Source: an optimization exercise on an open RTL-to-GDS flow (aim: small area). Production flows keep margins and buffers that such runs may drop.
Function was checked by simulation only, so behaviour that the tests miss may differ from the original.
Power and IR drop assume default switching activity.

$ cat flow/run.sh
#!/bin/bash
# The standard layout, with two changes that only affect buffer choice:
#  - port buffers use the smallest buffer (every port still gets one)
#  - clock tree synthesis does not add dummy loads
set -euo pipefail
export BUFFER_PORTS_ARGS="-inputs -outputs -buffer_cell sky130_fd_sc_hd__buf_1"
export CTS_ARGS="-sink_clustering_enable -repair_clock_nets -sink_clustering_size 24 -sink_clustering_max_diameter 80 -dont_use_dummy_load"
bash standard.sh finish > standard_flow.log 2>&1
$ cat standard.sh
#!/bin/bash
# synth_recipe.tcl (not shown) runs the flow's synth.tcl, then flattens the netlist and writes it again
# the make line also repeats each setting of config.mk as NAME=value (left out here)
make -C /OpenROAD-flow-scripts/flow DESIGN_CONFIG=/design/flow/config.mk WORK_HOME=/design/flow/orfs CLKGATE_MAP_FILE= SYNTH_SCRIPT=/design/flow/synth_recipe.tcl "${@:-finish}"
$ cat config.mk
export PLATFORM = sky130hd
export DESIGN_NAME = rv_core_top
export DESIGN_NICKNAME = rv_core_top
export VERILOG_FILES = /design/flow/design.v
export SDC_FILE = /design/flow/constraint.sdc
export NUM_CORES = 4
export LEC_CHECK = 0
export CAP_MARGIN = 20
export CORE_MARGIN = 2
export CORE_UTILIZATION = 45
export CTS_CLUSTER_DIAMETER = 80
export CTS_CLUSTER_SIZE = 24
export PLACE_DENSITY = 0.6
export SLEW_MARGIN = 20
export SYNTH_HIERARCHICAL = 1
export SYNTH_MINIMUM_KEEP_SIZE = 0
$ cat constraint.sdc
create_clock -name core_clock -period 10.0 [get_ports {clk}]
set_input_delay 2.0000 -clock core_clock [delete_from_list [all_inputs] [get_ports {clk}]]
set_output_delay 2.0000 -clock core_clock [all_outputs]
set_load 0.01 [all_outputs]
$ cat design.v
module p_a222oi (
	input  logic a1, a2, b1, b2, c1, c2,
	output logic y
);
	assign y = ~((a1 & a2) | (b1 & b2) | (c1 & c2));
endmodule
module p_o22ai (
	input  logic a1, a2, b1, b2,
	output logic y
);
	assign y = ~((a1 | a2) & (b1 | b2));
endmodule
module p_o21ai (
	input  logic a1, a2, b1,
	output logic y
);
	assign y = ~((a1 | a2) & b1);
endmodule
module p_nand2 (
	input  logic a, b,
	output logic y
);
	assign y = ~(a & b);
endmodule
module p_nandn #(
	parameter int N = 11
) (
	input  logic [N-1:0] x,
	output logic         y
);
	assign y = ~&x;
endmodule
module p_a22o (
	input  logic a1, a2, b1, b2,
	output logic y
);
	assign y = (a1 & a2) | (b1 & b2);
endmodule
module rv_alu (
	input  logic        i_reset,
	input  logic [31:0] i_a,
	input  logic [31:0] i_b,
	input  logic [2:0]  i_f3,
	input  logic        i_alt,
	input  logic        i_is_op,
	input  logic        i_is_lui,
	input  logic [19:0] i_uimm,
	output logic [31:0] o_wdata
);
	logic        inv;
	logic [31:0] bx;
	logic [31:0] sum;
	logic [31:0] p;
	logic [31:0] g;
	logic        cout;
	logic        lt;
	logic [31:0] shr;
	logic        right;
	logic        arith;
	logic        live;
	logic        s_add;
	logic        s_cmp;
	logic        s_srl;
	logic        s_sll;
	logic        s_p;
	logic        s_g;
	logic        s_lui;
	assign inv = (i_f3 == 3'b000) ? (i_is_op && i_alt) : (i_f3[2:1] == 2'b01);
	assign bx  = i_b ^ {32{inv}};
	alu_add u_add (
		.i_a    (i_a),
		.i_b    (bx),
		.i_cin  (inv),
		.o_sum  (sum),
		.o_cout (cout),
		.o_p    (p),
		.o_g    (g)
	);
	assign lt = i_f3[0] ? !cout : ((i_a[31] ^ i_b[31]) ? i_a[31] : sum[31]);
	assign right = i_f3[2];
	assign arith = i_alt && i_a[31];
	alu_shift u_shift (
		.i_a     (i_a),
		.i_sh    (i_b[4:0]),
		.i_right (right),
		.i_arith (arith),
		.o_shr   (shr)
	);
	assign live  = !i_reset && !i_is_lui;
	assign s_add = live && (i_f3 == 3'b000);
	assign s_cmp = live && (i_f3[2:1] == 2'b01);
	assign s_sll = live && (i_f3 == 3'b001);
	assign s_srl = live && (i_f3 == 3'b101);
	assign s_p   = live && i_f3[2] && !i_f3[0];
	assign s_g   = live && i_f3[2] && i_f3[1];
	assign s_lui = !i_reset && i_is_lui;
	for (genvar i = 0; i < 32; i++) begin : g_res
		logic x0;
		logic x1;
		p_a222oi u_m0 (
			.a1 (sum[i]), .a2 (s_add),
			.b1 (shr[i]), .b2 (s_srl),
			.c1 (shr[31-i]), .c2 (s_sll),
			.y  (x0)
		);
		if (i >= 12) begin : g_hi
			p_a222oi u_m1 (
				.a1 (p[i]), .a2 (s_p),
				.b1 (g[i]), .b2 (s_g),
				.c1 (i_uimm[i-12]), .c2 (s_lui),
				.y  (x1)
			);
			p_nand2 u_or (.a(x0), .b(x1), .y(o_wdata[i]));
		end else if (i == 0) begin : g_b0
			p_a222oi u_m1 (
				.a1 (p[i]), .a2 (s_p),
				.b1 (g[i]), .b2 (s_g),
				.c1 (lt), .c2 (s_cmp),
				.y  (x1)
			);
			p_nand2 u_or (.a(x0), .b(x1), .y(o_wdata[i]));
		end else begin : g_lo
			logic x2;
			logic x3;
			p_nand2 u_n0 (.a(p[i]), .b(s_p), .y(x2));
			p_nand2 u_n1 (.a(g[i]), .b(s_g), .y(x3));
			p_nandn #(.N(3)) u_or (.x({x0, x2, x3}), .y(o_wdata[i]));
		end
	end
endmodule
module alu_add (
	input  logic [31:0] i_a,
	input  logic [31:0] i_b,
	input  logic        i_cin,
	output logic [31:0] o_sum,
	output logic        o_cout,
	output logic [31:0] o_p,
	output logic [31:0] o_g
);
	logic [32:0] gg;
	logic [32:0] pp;
	logic [32:0] gn;
	logic [32:0] pn;
	assign o_p = i_a ^ i_b;
	assign o_g = i_a & i_b;
	always_comb begin
		gg = {o_g, i_cin};
		pp = {o_p, 1'b0};
		for (int d = 1; d < 33; d = d * 2) begin
			gn = gg;
			pn = pp;
			for (int i = 2 * d - 1; i < 33; i = i + 2 * d) begin
				gn[i] = gg[i] | (pp[i] & gg[i-d]);
				pn[i] = pp[i] & pp[i-d];
			end
			gg = gn;
			pp = pn;
		end
		for (int d = 16; d >= 1; d = d / 2) begin
			gn = gg;
			pn = pp;
			for (int i = 3 * d - 1; i < 33; i = i + 2 * d) begin
				gn[i] = gg[i] | (pp[i] & gg[i-d]);
				pn[i] = pp[i] & pp[i-d];
			end
			gg = gn;
			pp = pn;
		end
	end
	assign o_sum  = o_p ^ gg[31:0];
	assign o_cout = gg[32];
endmodule
module alu_shift (
	input  logic [31:0] i_a,
	input  logic [4:0]  i_sh,
	input  logic        i_right,
	input  logic        i_arith,
	output logic [31:0] o_shr
);
	logic [31:0] t [0:5];
	logic        fill;
	logic        nright;
	logic [4:0]  nsh;
	assign fill   = i_right && i_arith;
	assign nright = !i_right;
	assign nsh    = ~i_sh;
	for (genvar i = 0; i < 32; i++) begin : g_in
		p_o22ai u_m (
			.a1 (i_a[31-i]), .a2 (i_right),
			.b1 (i_a[i]),    .b2 (nright),
			.y  (t[0][i])
		);
	end
	for (genvar k = 1; k <= 5; k++) begin : g_st
		localparam int D = 1 << (k - 1);
		logic fk;
		logic q;
		assign fk = (k % 2 == 1) ? !fill : fill;
		assign q  = fk || nsh[k-1];
		for (genvar i = 0; i < 32; i++) begin : g_b
			if (i + D < 32) begin : g_m
				p_o22ai u_m (
					.a1 (t[k-1][i]),   .a2 (i_sh[k-1]),
					.b1 (t[k-1][i+D]), .b2 (nsh[k-1]),
					.y  (t[k][i])
				);
			end else begin : g_f
				p_o21ai u_f (
					.a1 (t[k-1][i]), .a2 (i_sh[k-1]),
					.b1 (q),
					.y  (t[k][i])
				);
			end
		end
	end
	assign o_shr = t[5];
endmodule
module rf_rdmux #(
	parameter int N = 31
) (
	input  logic [32*N-1:0] i_data,
	input  logic [N-1:0]    i_sel,
	output logic [31:0]     o_data
);
	localparam int NG = N / 3;
	localparam int NR = N - 3 * NG;
	for (genvar j = 0; j < 32; j++) begin : g_bit
		logic [NG+NR-1:0] x;
		for (genvar k = 0; k < NG; k++) begin : g_grp
			p_a222oi u_ao (
				.a1 (i_data[32*(3*k)   + j]), .a2 (i_sel[3*k]),
				.b1 (i_data[32*(3*k+1) + j]), .b2 (i_sel[3*k+1]),
				.c1 (i_data[32*(3*k+2) + j]), .c2 (i_sel[3*k+2]),
				.y  (x[k])
			);
		end
		for (genvar k = 0; k < NR; k++) begin : g_rest
			p_nand2 u_nd (
				.a (i_data[32*(3*NG+k) + j]),
				.b (i_sel[3*NG+k]),
				.y (x[NG+k])
			);
		end
		p_nandn #(.N(NG+NR)) u_or (.x(x), .y(o_data[j]));
	end
endmodule
module rv_core_top (
	input  logic        clk,
	input  logic        reset,
	output logic [31:0] o_pc_addr,
	output logic        o_pc_rd,
	input  logic [31:0] i_pc_rddata,
	input  logic [4:0]  i_dbg_addr,
	output logic [31:0] o_dbg_data
);
	logic [29:0] pc;
	logic        rd_q;
	logic        pend;
	always_ff @(posedge clk) begin
		if (reset) begin
			pc   <= '0;
			rd_q <= 1'b0;
			pend <= 1'b0;
		end else begin
			pc   <= pc + {29'b0, rd_q};
			rd_q <= 1'b1;
			pend <= rd_q;
		end
	end
	assign o_pc_addr = {pc, 2'b00};
	assign o_pc_rd   = rd_q;
	logic [31:0] w;
	logic        is_op;
	logic        is_imm;
	logic        is_lui;
	logic        we;
	assign w      = i_pc_rddata;
	assign is_op  = pend && (w[6:0] == 7'b0110011);
	assign is_imm = pend && (w[6:0] == 7'b0010011);
	assign is_lui = pend && (w[6:0] == 7'b0110111);
	assign we     = is_op || is_imm || is_lui;
	logic [991:0] regs;
	logic [31:1]  wen;
	logic [30:0]  sel_rs1;
	logic [31:0]  sel_rs2;
	logic [30:0]  sel_dbg;
	logic [31:0]  a;
	logic [31:0]  b;
	logic [31:0]  wdata;
	always_comb begin
		for (int i = 1; i < 32; i++) begin
			wen[i]       = reset || (we && (w[11:7] == 5'(i)));
			sel_rs1[i-1] = (w[19:15] == 5'(i));
			sel_rs2[i-1] = is_op && (w[24:20] == 5'(i));
			sel_dbg[i-1] = (i_dbg_addr == 5'(i));
		end
		sel_rs2[31] = !is_op;
	end
	logic [991:0] regs_d;
	for (genvar i = 1; i < 32; i++) begin : g_reg
		logic hold;
		assign hold = !wen[i];
		for (genvar j = 0; j < 32; j++) begin : g_bit
			p_a22o u_mx (
				.a1 (regs[32*(i-1) + j]), .a2 (hold),
				.b1 (wdata[j]),           .b2 (wen[i]),
				.y  (regs_d[32*(i-1) + j])
			);
		end
	end
	always_ff @(posedge clk) begin
		regs <= regs_d;
	end
	rf_rdmux #(.N(31)) i_rd_rs1 (.i_data(regs), .i_sel(sel_rs1), .o_data(a));
	rf_rdmux #(.N(32)) i_rd_rs2 (
		.i_data ({{{20{w[31]}}, w[31:20]}, regs}),
		.i_sel  (sel_rs2),
		.o_data (b)
	);
	rf_rdmux #(.N(31)) i_rd_dbg (.i_data(regs), .i_sel(sel_dbg), .o_data(o_dbg_data));
	rv_alu i_alu (
		.i_reset  (reset),
		.i_a      (a),
		.i_b      (b),
		.i_f3     (w[14:12]),
		.i_alt    (w[30]),
		.i_is_op  (is_op),
		.i_is_lui (is_lui),
		.i_uimm   (w[31:12]),
		.o_wdata  (wdata)
	);
endmodule
==> results.txt <==
[layer usage]
| metal | part of all wire, % | GRT usage, % | wire length (um) |
|---|---|---|---|
| met1 | 34 | 61.9 | 99200 |
| met3 | 19 | 28.5 | 55400 |
| met5 | 0.069 | 3.04 | 202 |
| met4 | 10 | 36.3 | 29500 |
| met2 | 37 | 68.6 | 110000 |
[per-module statistics from Yosys, one instance, submodules excluded, a selection]
module | cells | times used | cell area, um^2
alu_add | 168 | 1 | 1470
alu_shift | 11 | 1 | 57.6
p_a222oi | 1 | 1013 | 10.0
p_a22o | 1 | 992 | 8.76
p_nand2 | 1 | 171 | 3.75
p_o21ai | 1 | 31 | 5.00
p_o22ai | 1 | 161 | 6.26
rv_alu | 53 | 1 | 450
rv_core_top | 1413 | 1 | 22600
[worst min-delay path: stages (launching register included)]
cell,delay (ps)
dfxtp_1,340
o31ai_1,70
a21oi_1,60
[logic make-up (layout without fill, tap and decap cells)]
| logic type | Yosys count | after routing | share of synthesized area, % |
|---|---|---|---|
| buffers and inverters | 97 | 492 | 0.854 |
| DFF | 1024 | 1024 | 43.1 |
| and+or+nand+nor | 849 | 849 | 9.38 |
| AOI/OAI and AO/OA | 2323 | 2323 | 43.9 |
| muxes | 2 | 2 | 0.0552 |
| xor gates and xnor gates | 60 | 60 | 1.10 |
| other | 1 | 44 | 0.00788 |
| adders and majority gates | 52 | 52 | 1.63 |
[state kept, by name, indices dropped and copies added, names as in the netlist]
name / cells
pc: 30
pend: 1
rd_q: 1
regs: 992
[synth_stat cells (15+ instances only)]
| cell type | instances |
|---|---|
| ha_1 | 34 |
| a21oi_1 | 43 |
| nand3_1 | 94 |
| a21o_1 | 27 |
| a22o_1 | 992 |
| nor2_1 | 104 |
| nand4_1 | 234 |
| o22ai_1 | 161 |
| o21ai_1 | 34 |
| fa_1 | 17 |
| dfxtp_1 | 1024 |
| xor2_1 | 15 |
| a222oi_1 | 1013 |
| nand2_1 | 208 |
| xnor2_1 | 45 |
| nor3_1 | 28 |
| or3_1 | 105 |
| nor2b_1 | 16 |
| inv_1 | 53 |
| clkbuf_1 | 33 |
[worst min-delay path by stage]
stage                        from       to  slack, ps  cells after the start
after floorplan           regs[0]  regs[0]        500                      1
after global placement     pc[17]   pc[17]        490                      2
after detailed placement   pc[24]   pc[24]        500                      2
after CTS                  pc[24]   pc[24]        510                      2
after global routing       pc[24]   pc[24]        540                      2
final                      pc[24]   pc[24]        520                      2
[cell type report]
| class | instances | share of cell area [%] |
|---|---|---|
| Antenna cell | 42 | 0.194 |
| Clock buffer | 54 | 2.50 |
| Multi-Input combinational cell | 3288 | 50.9 |
| Inverter | 54 | 0.374 |
| Timing Repair Buffer | 384 | 4.98 |
| Sequential cell | 1024 | 37.9 |
| Tap cell | 1391 | 3.21 |
[where the power goes]
part	leakage, nW	switching [mW]	internal, mW
combinational	10.4	1.28	0.721
clock	0.666	1.47	0.958
sequential	8.41	0.611	4.64
total	19.5	3.36	6.32
==> results.txt <==
status=timing/DRC/antenna clean; worst flop-to-flop path startpoint=pend; #FFs+latches synth=1024; largest cells by area after synthesis=dfxtp_1 (43%), a222oi_1 (21%), a22o_1 (18%); final hold slack=517 ps; routed wire length=294000 um; Max-Cap Viols=0; CP max stage delay=840 ps; cts bufs inserted=54; Post-DP Area=52700 um^2; most common cell after layout, fill and taps aside=dfxtp_1; most frequent cells in the layout=dfxtp_1 (1024), a222oi_1 (1013), a22o_1 (992), buf_4 (266), nand4_1 (234); WL/cell=47.2 um; R2R Setup Slk=2100 ps; WP data arrival=9560 ps; Die X=329 um; DRT iter0 DRCs=17816; post-synth top area cell=dfxtp_1; WS Path Type=in2reg; area of the multi-input gates=27500 um^2; final net count=4896; EDFF count, synth=0; die height=329 um; required time of the critical path=10590 ps; Via Count=55941; number of cells on the worst reg-to-reg path=24; kind of cell adding the most delay to the critical path=simple AND/OR/NAND/NOR gates; Slowest-stage cell, CP=nor2_2; syn avg cell area=10.8 um^2; GRT overflow=0; CP Launch Point=i_pc_rddata[6]; final setup vio count=0; critical path depth=25; Max IR drop VDD=171 uV; core box area=105000 um^2; Setup TNS Final=0 ps; via/cell ratio=8.97; period utilization=89.7%; RSZ-0062 raised after global routing=no; CTS tree=done; DP HPWL=184000 um; Top Ports=104; dpl cells=6140; deepest clock path buffer count=3; share of the synthesized area in the top cell type=43.1%; worst-skew pair later-pin latency=760 ps; H-tree Lvls=2; final worst slack=1030 ps; Fin. Hold Viols=0; reg2reg end=regs[320]; CTS Root Cell=clkbuf_16; Max Clock Freq=0.111 GHz; Setup crit end=regs[320]; Crit path buffers/inverters=4; Reg clk slew, reported paths=70 ps; Finished Layout Cells=6237; Tot GR Track Use=51.5%; Pwr Total=9.68 mW; Power Density=179 nW/um^2; min cycle time layout=8970 ps; IO Port Bufs=101; Top FF cell, synth=dfxtp_1; post-CTS sizing=0; pin count of the biggest net entering global routing=47; postcts setup bufs=0; Util after Layout=51.5%; Rows=119; setup skew after layout=64.3 ps; Post-Syn Area=47600 um^2; global-route wire length before repair=398000 um; Mapped Cells=4408; pre-CTS setup slack=648 ps; Residual DRC=0; first-pass detailed-route iteration total=23; post-route cell area=54100 um^2; final slew viol count=0; CP Max Fanout=31; Synth cell types=71; vias in the first global route=49057; area grow syn2layout=13.7%; initial core utilization=45.3%; Setup crit end kind=flip-flop; LEAKAGE=19.5 nW; Routed Antenna Nets=0; share of post-route cells with drive strength above 1=10.5%; warnings from Yosys=10; Hold WC Path Type=reg2reg; FF/Latch Area=20500 um^2; Die Footprint=108000 um^2; clk sink count=1024; Worst Tran Pin Value=1380 ps; fillcell total=9691; placer congestion estimate=1.11; initial antenna violation count=42; crit start category=primary input; Worst slew margin=7.69%; # hold bufs at CTS=0; fraction of registers with async set/reset=0%; post-synthesis sequential area ratio=43.1%

==> port drivers added, routing unchanged <==
In the flow no input, the clock included, has a driving cell. The finished layout below was timed again as built, in two steps. Step 1: set_driving_cell puts a clkbuf_16 on clk and a buf_2 on each other input, an assumption about the parent block. Step 2 moves the port delays by t, midway between the first and last clock arrival at a register: inputs arrive t later, outputs are due t later. That takes back most of the time a late clock gives input paths. Slacks: ideal ports / drivers / drivers and shift; pairs: ideal ports / drivers.
shift t [ns]: 0.807
setup WS [ns]: 1.027 / 1.087 / 0.280
worst setup path at the end: input to register
clock arrival spread, ns: 0.064 / 0.064
worst data-port slew with drivers (ns): 0.14
After both steps setup and hold are still met in this run. The setup slack of this run moves by +0.060 ns with the drivers and by -0.747 ns with both steps.
